Context: an optimization exercise on an open-source flow, tuned for small area, a short achievable clock period and few clock cycles per item. The choices shown serve that exercise and are no tape-out recipe. Where RTL was checked, it was by simulation tests only, not by an equivalence proof against the original. No activity file was given, so power comes from the tool's default toggle rates.

==> module masked_byte_pattern_search, before the edit <==
module masked_byte_pattern_search (
  input  wire          clk_i,
  input  wire          rst_ni,
  input  wire          cfg_we_i,
  input  wire [5:0]    cfg_pattern_length_i,
  input  wire          in_valid_i,
  output logic         in_ready_o,
  input  wire          mode_i,
  input  wire [4:0]    element_index_i,
  input  wire [7:0]    byte_value_i,
  input  wire          wildcard_req_i,
  input  wire          last_byte_i,
  output logic         out_valid_o,
  input  wire          out_ready_i,
  output logic         found_o,
  output logic [15:0]  match_offset_o
);
  localparam int unsigned PatternMax = 32;
  localparam int unsigned IdxW       = 5;
  localparam int unsigned ByteW      = 8;
  localparam int unsigned CountW     = 16;
  localparam logic        ModeScan   = 1'b1;
  logic [5:0]        len_q;
  logic              busy_q;
  logic              in_valid_q, b_scan_q, b_last_q;
  logic              closed_q;    
  logic              rep_q;       
  logic              en_q;        
  logic [CountW-1:0] off_q;       
  logic              out_valid_q, found_q;
  logic              accept, exec, scan, match, hit;
  logic              rep_cur, en_cur, sat;
  logic [CountW-1:0] off_cur;
  logic [CountW:0]   off_inc;
  logic [CountW-1:0] sat_val;
  logic [PatternMax*ByteW-1:0] pat_row;
  logic [PatternMax-1:0]       wild_row;
  always_ff @(posedge clk_i or negedge rst_ni) begin
    if (!rst_ni) begin
      len_q <= 6'd1;
    end else if (cfg_we_i) begin
      if (cfg_pattern_length_i[5]) begin
        len_q <= 6'(PatternMax);
      end else if (cfg_pattern_length_i[4:0] == '0) begin
        len_q <= 6'd1;
      end else begin
        len_q <= cfg_pattern_length_i;
      end
    end
  end
  assign exec       = in_valid_q && (!out_valid_q || out_ready_i);
  assign in_ready_o = !busy_q || out_ready_i;
  assign accept     = in_valid_i && in_ready_o;
  assign scan       = exec && (b_scan_q == ModeScan);
  always_ff @(posedge clk_i or negedge rst_ni) begin
    if (!rst_ni) begin
      in_valid_q <= 1'b0;
    end else begin
      in_valid_q <= in_valid_d;
    end
  end
  always_ff @(posedge clk_i) begin
    if (accept) begin
      b_scan_q <= mode_i;
      b_last_q <= last_byte_i;
    end
  end
  mbps_pattern_store #(
    .PatternMax (PatternMax),
    .IdxW       (IdxW),
    .ByteW      (ByteW)
  ) u_store (
    .clk_i        (clk_i),
    .load_write_i (accept && (mode_i != ModeScan)),
    .load_idx_i   (element_index_i),
    .load_data_i  (byte_value_i),
    .load_wild_i  (wildcard_req_i),
    .pat_o        (pat_row),
    .wild_o       (wild_row)
  );
  mbps_window_match #(
    .PatternMax (PatternMax),
    .IdxW       (IdxW),
    .ByteW      (ByteW)
  ) u_window (
    .clk_i   (clk_i),
    .shift_i (accept && (mode_i == ModeScan)),
    .len_i   (len_q),
    .data_i  (byte_value_i),
    .pat_i   (pat_row),
    .wild_i  (wild_row),
    .match_o (match)
  );
  always_comb begin
    sat_val = ~{10'd0, len_q};
    off_inc = {1'b0, off_q} + (CountW + 1)'(1);
    sat     = en_q && (off_q == sat_val);
    if (closed_q) begin
      rep_cur = 1'b0;
      en_cur  = (len_q == 6'd1);
      off_cur = CountW'(1) - CountW'(len_q);
    end else begin
      rep_cur = rep_q;
      en_cur  = en_q || off_inc[CountW];
      off_cur = (rep_q || sat) ? off_q : off_inc[CountW-1:0];
    end
    hit = !rep_cur && en_cur && match;
  end
  logic in_valid_d, out_valid_d;
  assign in_valid_d  = in_ready_o ? in_valid_i : in_valid_q;
  assign out_valid_d = exec ? (scan && (hit || (b_last_q && !rep_cur)))
                            : (out_valid_q && !out_ready_i);
  always_ff @(posedge clk_i or negedge rst_ni) begin
    if (!rst_ni) begin
      busy_q <= 1'b0;
    end else begin
      busy_q <= in_valid_d && out_valid_d;
    end
  end
  always_ff @(posedge clk_i or negedge rst_ni) begin
    if (!rst_ni) begin
      closed_q    <= 1'b1;
      out_valid_q <= 1'b0;
    end else begin
      if (scan) begin
        closed_q <= b_last_q;
      end
      out_valid_q <= out_valid_d;
    end
  end
  always_ff @(posedge clk_i) begin
    if (scan) begin
      rep_q   <= rep_cur || hit;
      en_q    <= en_cur;
      off_q   <= (b_last_q && !rep_cur && !hit) ? '0 : off_cur;
      found_q <= hit;
    end
  end
  assign out_valid_o    = out_valid_q;
  assign found_o        = found_q;
  assign match_offset_o = off_q;
endmodule
clock: 7.0 ns
lec_check: 0
cap_margin: 20
core_margin: 2
core_utilization: 40
setup_slack_margin: 3.9
slew_margin: 20
run.sh (not shown) runs the stock make flow with config.mk's settings and CLKGATE_MAP_FILE= SYNTH_SCRIPT=/design/flow/synth_recipe.tcl, a recipe that flattens the netlist after the stock synthesis.
Edit:
--- a/flow/design.v
+++ b/flow/design.v
@@ -100,5 +100,6 @@
   logic [CountW-1:0] off_q;       
   logic              out_valid_q, found_q;
-  logic              accept, exec, scan, match, hit;
+  logic              accept, apply, exec, scan, match, hit;
+  logic              taken_q, fresh_q, match_q, match_use;
   logic              rep_cur, en_cur, sat;
   logic [CountW-1:0] off_cur;
@@ -123,4 +124,5 @@
   assign in_ready_o = !busy_q || out_ready_i;
   assign accept     = in_valid_i && in_ready_o;
+  assign apply      = in_valid_i && !taken_q;
   assign scan       = exec && (b_scan_q == ModeScan);
   always_ff @(posedge clk_i or negedge rst_ni) begin
@@ -143,5 +145,5 @@
   ) u_store (
     .clk_i        (clk_i),
-    .load_write_i (accept && (mode_i != ModeScan)),
+    .load_write_i (apply && (mode_i != ModeScan)),
     .load_idx_i   (element_index_i),
     .load_data_i  (byte_value_i),
@@ -156,5 +158,5 @@
   ) u_window (
     .clk_i   (clk_i),
-    .shift_i (accept && (mode_i == ModeScan)),
+    .shift_i (apply && (mode_i == ModeScan)),
     .len_i   (len_q),
     .data_i  (byte_value_i),
@@ -163,4 +165,19 @@
     .match_o (match)
   );
+  always_ff @(posedge clk_i or negedge rst_ni) begin
+    if (!rst_ni) begin
+      taken_q <= 1'b0;
+      fresh_q <= 1'b0;
+    end else begin
+      taken_q <= in_valid_i && !in_ready_o;
+      fresh_q <= accept;
+    end
+  end
+  always_ff @(posedge clk_i) begin
+    if (fresh_q) begin
+      match_q <= match;
+    end
+  end
+  assign match_use = fresh_q ? match : match_q;
   always_comb begin
     sat_val = ~{10'd0, len_q};
@@ -176,5 +193,5 @@
       off_cur = (rep_q || sat) ? off_q : off_inc[CountW-1:0];
     end
-    hit = !rep_cur && en_cur && match;
+    hit = !rep_cur && en_cur && match_use;
   end
   logic in_valid_d, out_valid_d;
The new run finished clean.
Clock-buffer cell count went down by 14.
Utilization went up by 1.0 points.
Clock skew went down by 0.0078 ns.
Routed wire length went up by 4.5%.
Global-route usage went up by 0.68 points.
Register-to-register slack loses 0.03 ns.
Via count hardly moves.
Total power went up by 2.6%.
Final area went up by 2.0%.
Sequential power stays flat.
No run of this note included a check of the RTL's function; only the layout flow was run.

========
The RTL this note starts from:
==> flow/design.v <==
`default_nettype none
module mbps_pattern_store #(
  parameter int unsigned PatternMax = 32,
  parameter int unsigned IdxW       = 5,
  parameter int unsigned ByteW      = 8
) (
  input  wire                         clk_i,
  input  wire                         load_write_i,
  input  wire [IdxW-1:0]              load_idx_i,
  input  wire [ByteW-1:0]             load_data_i,
  input  wire                         load_wild_i,
  output logic [PatternMax*ByteW-1:0] pat_o,
  output logic [PatternMax-1:0]       wild_o
);
  always_ff @(posedge clk_i) begin
    for (int unsigned k = 0; k < PatternMax; k++) begin
      if (load_write_i && load_idx_i == IdxW'(k)) begin
        pat_o[k*ByteW +: ByteW] <= load_data_i;
        wild_o[k]               <= load_wild_i;
      end
    end
  end
endmodule
`default_nettype wire
`default_nettype none
module mbps_window_match #(
  parameter int unsigned PatternMax = 32,
  parameter int unsigned IdxW       = 5,
  parameter int unsigned ByteW      = 8
) (
  input  wire                         clk_i,
  input  wire                         shift_i,
  input  wire [IdxW-1:0]              lm1_i,
  input  wire [ByteW-1:0]             data_i,
  input  wire [PatternMax*ByteW-1:0]  pat_i,
  input  wire [PatternMax-1:0]        wild_i,
  output logic                        match_o
);
  logic [PatternMax*ByteW-1:0] win_q;
  logic [PatternMax-1:0]       tap_ok;
  logic [PatternMax*ByteW-1:0] win_d;
  logic [PatternMax-1:0]       take_new, take_up;
  logic                        keep;
  always_comb begin
    keep = !shift_i;
    for (int unsigned j = 0; j < PatternMax; j++) begin
      take_new[j] = shift_i && (j == PatternMax - 1 || IdxW'(j) >= lm1_i);
      take_up[j]  = shift_i && !(j == PatternMax - 1 || IdxW'(j) >= lm1_i);
    end
    for (int unsigned j = 0; j < PatternMax; j++) begin
      win_d[j*ByteW +: ByteW] = ({ByteW{keep}}        & win_q[j*ByteW +: ByteW]) |
                                ({ByteW{take_new[j]}} & data_i);
      if (j < PatternMax - 1) begin
        win_d[j*ByteW +: ByteW] = win_d[j*ByteW +: ByteW] |
                                  ({ByteW{take_up[j]}} & win_q[(j+1)*ByteW +: ByteW]);
      end
    end
  end
  always_ff @(posedge clk_i) begin
    win_q <= win_d;
  end
  always_comb begin
    for (int unsigned j = 0; j < PatternMax; j++) begin
      tap_ok[j] = (IdxW'(j) > lm1_i) || wild_i[j] ||
                  (pat_i[j*ByteW +: ByteW] == win_q[j*ByteW +: ByteW]);
    end
    match_o = &tap_ok;
  end
endmodule
`default_nettype wire
`default_nettype none
module masked_byte_pattern_search (
  input  wire          clk_i,
  input  wire          rst_ni,
  input  wire          cfg_we_i,
  input  wire [5:0]    cfg_pattern_length_i,
  input  wire          in_valid_i,
  output logic         in_ready_o,
  input  wire          mode_i,
  input  wire [4:0]    element_index_i,
  input  wire [7:0]    byte_value_i,
  input  wire          wildcard_req_i,
  input  wire          last_byte_i,
  output logic         out_valid_o,
  input  wire          out_ready_i,
  output logic         found_o,
  output logic [15:0]  match_offset_o
);
  localparam int unsigned PatternMax = 32;
  localparam int unsigned IdxW       = 5;
  localparam int unsigned ByteW      = 8;
  localparam int unsigned CountW     = 16;
  localparam logic        ModeScan   = 1'b1;
  logic [IdxW-1:0]   lm1_q;
  logic              in_valid_q, b_scan_q, b_last_q;
  logic              closed_q;    
  logic              rep_q;       
  logic              en_q;        
  logic [CountW-1:0] off_q;       
  logic              out_valid_q, found_q;
  logic              accept, exec, scan, match, hit;
  logic              rep_cur, en_cur, sat;
  logic [CountW-1:0] off_cur;
  logic [CountW:0]   off_inc;
  logic [CountW-1:0] sat_val;
  logic [5:0]        len_v;
  logic [PatternMax*ByteW-1:0] pat_row;
  logic [PatternMax-1:0]       wild_row;
  always_ff @(posedge clk_i or negedge rst_ni) begin
    if (!rst_ni) begin
      lm1_q <= '0;
    end else if (cfg_we_i) begin
      if (cfg_pattern_length_i[5]) begin
        lm1_q <= IdxW'(PatternMax - 1);
      end else if (cfg_pattern_length_i[4:0] == '0) begin
        lm1_q <= '0;
      end else begin
        lm1_q <= cfg_pattern_length_i[4:0] - IdxW'(1);
      end
    end
  end
  assign exec       = in_valid_q && (!out_valid_q || out_ready_i);
  assign in_ready_o = !in_valid_q || !out_valid_q || out_ready_i;
  assign accept     = in_valid_i && in_ready_o;
  assign scan       = exec && (b_scan_q == ModeScan);
  always_ff @(posedge clk_i or negedge rst_ni) begin
    if (!rst_ni) begin
      in_valid_q <= 1'b0;
    end else if (in_ready_o) begin
      in_valid_q <= in_valid_i;
    end
  end
  always_ff @(posedge clk_i) begin
    if (accept) begin
      b_scan_q <= mode_i;
      b_last_q <= last_byte_i;
    end
  end
  mbps_pattern_store #(
    .PatternMax (PatternMax),
    .IdxW       (IdxW),
    .ByteW      (ByteW)
  ) u_store (
    .clk_i        (clk_i),
    .load_write_i (accept && (mode_i != ModeScan)),
    .load_idx_i   (element_index_i),
    .load_data_i  (byte_value_i),
    .load_wild_i  (wildcard_req_i),
    .pat_o        (pat_row),
    .wild_o       (wild_row)
  );
  mbps_window_match #(
    .PatternMax (PatternMax),
    .IdxW       (IdxW),
    .ByteW      (ByteW)
  ) u_window (
    .clk_i   (clk_i),
    .shift_i (accept && (mode_i == ModeScan)),
    .lm1_i   (lm1_q),
    .data_i  (byte_value_i),
    .pat_i   (pat_row),
    .wild_i  (wild_row),
    .match_o (match)
  );
  always_comb begin
    len_v   = {1'b0, lm1_q} + 6'd1;
    sat_val = ~{10'd0, len_v};
    off_inc = {1'b0, off_q} + (CountW + 1)'(1);
    sat     = en_q && (off_q == sat_val);
    if (closed_q) begin
      rep_cur = 1'b0;
      en_cur  = (lm1_q == '0);
      off_cur = '0 - CountW'(lm1_q);
    end else begin
      rep_cur = rep_q;
      en_cur  = en_q || off_inc[CountW];
      off_cur = (rep_q || sat) ? off_q : off_inc[CountW-1:0];
    end
    hit = !rep_cur && en_cur && match;
  end
  always_ff @(posedge clk_i or negedge rst_ni) begin
    if (!rst_ni) begin
      closed_q    <= 1'b1;
      out_valid_q <= 1'b0;
    end else begin
      if (scan) begin
        closed_q <= b_last_q;
      end
      if (exec) begin
        out_valid_q <= scan && (hit || (b_last_q && !rep_cur));
      end else if (out_ready_i) begin
        out_valid_q <= 1'b0;
      end
    end
  end
  always_ff @(posedge clk_i) begin
    if (scan) begin
      rep_q   <= rep_cur || hit;
      en_q    <= en_cur;
      off_q   <= (b_last_q && !rep_cur && !hit) ? '0 : off_cur;
      found_q <= hit;
    end
  end
  assign out_valid_o    = out_valid_q;
  assign found_o        = found_q;
  assign match_offset_o = off_q;
endmodule
`default_nettype wire
==> flow/config.mk <==
export PLATFORM = sky130hd
export DESIGN_NAME = masked_byte_pattern_search
export DESIGN_NICKNAME = masked_byte_pattern_search
export VERILOG_FILES = /design/flow/design.v
export SDC_FILE = /design/flow/constraint.sdc
export NUM_CORES = 4
export LEC_CHECK = 0
export CAP_MARGIN = 20
export CORE_MARGIN = 2
export CORE_UTILIZATION = 40
export SLEW_MARGIN = 20
==> flow/constraint.sdc <==
create_clock -name core_clock -period 7.0 [get_ports {clk_i}]
set_input_delay 1.4000 -clock core_clock [delete_from_list [all_inputs] [get_ports {clk_i}]]
set_output_delay 1.4000 -clock core_clock [all_outputs]
set_load 0.01 [all_outputs]
Edit:
--- a/flow/design.v
+++ b/flow/design.v
@@ -37,28 +37,18 @@
   output logic                        match_o
 );
   logic [PatternMax*ByteW-1:0] win_q;
   logic [PatternMax-1:0]       tap_ok;
-  logic [PatternMax*ByteW-1:0] win_d;
-  logic [PatternMax-1:0]       take_new, take_up;
-  logic                        keep;
-  always_comb begin
-    keep = !shift_i;
-    for (int unsigned j = 0; j < PatternMax; j++) begin
-      take_new[j] = shift_i && (j == PatternMax - 1 || IdxW'(j) >= lm1_i);
-      take_up[j]  = shift_i && !(j == PatternMax - 1 || IdxW'(j) >= lm1_i);
-    end
-    for (int unsigned j = 0; j < PatternMax; j++) begin
-      win_d[j*ByteW +: ByteW] = ({ByteW{keep}}        & win_q[j*ByteW +: ByteW]) |
-                                ({ByteW{take_new[j]}} & data_i);
-      if (j < PatternMax - 1) begin
-        win_d[j*ByteW +: ByteW] = win_d[j*ByteW +: ByteW] |
-                                  ({ByteW{take_up[j]}} & win_q[(j+1)*ByteW +: ByteW]);
+  always_ff @(posedge clk_i) begin
+    if (shift_i) begin
+      for (int unsigned j = 0; j < PatternMax; j++) begin
+        if (j == PatternMax - 1 || IdxW'(j) >= lm1_i) begin
+          win_q[j*ByteW +: ByteW] <= data_i;
+        end else begin
+          win_q[j*ByteW +: ByteW] <= win_q[(j+1)*ByteW +: ByteW];
+        end
       end
     end
-  end
-  always_ff @(posedge clk_i) begin
-    win_q <= win_d;
   end
   always_comb begin
     for (int unsigned j = 0; j < PatternMax; j++) begin
       tap_ok[j] = (IdxW'(j) > lm1_i) || wild_i[j] ||
Result: Final area goes up by 2.2%. Critical path depth goes up by 4. First-iteration DRC count goes down by 23%. Worst setup slack degrades by 0.15 ns. Clock power barely changes. Global-route usage goes down by 1.3 points. Die area goes up by 2.0%. Clock skew barely changes. Utilization hardly moves. Fmax goes down by 3.5%. Via count goes down by 16%. Power goes down by 11%. Area after synthesis goes up by 2.0%. Sequential power goes down by 8.2%.
Testbench counts after the change, summed over its fixed seeds: cycles 35,837, items 35,633.
Only the layout flow was run in the first run of this note; the RTL was not checked for function there.

## separate check: timing with driven ports
In the flow no input, the clock included, has a driving cell. The finished layouts below were timed again as built, in two steps. Step 1, drivers: a clkbuf_16 drives clk_i and a buf_2 each remaining input, both assumed. Step 2, shift: input delay + t, output delay - t, t = (earliest + latest rising clock arrival at the registers) / 2. This alone moves slack from input paths to output paths. Three values: ideal, step 1, step 2; two values: the first two.
run | t, ns | setup slack, ns | slew at the worst register clock pin (ns) | pins driven straight from the clock port
the first run of note 1 | 0.676 | 3.822 / 3.797 / 3.178 | 0.06 / 0.06 | 1
the second run of note 1 | 0.678 | 3.750 / 3.789 / 3.111 | 0.07 / 0.07 | 1
the first run of note 2 | 0.657 | 2.860 / 2.832 / 2.292 | 0.07 / 0.07 | 1
the second run of note 2 | 0.677 | 2.711 / 2.711 / 2.711 | 0.07 / 0.07 | 1
After both steps every run listed still meets setup and hold. The setup slack of the first run of note 1, which loses most, moves by -0.025 ns with the drivers and by -0.644 ns with both steps.
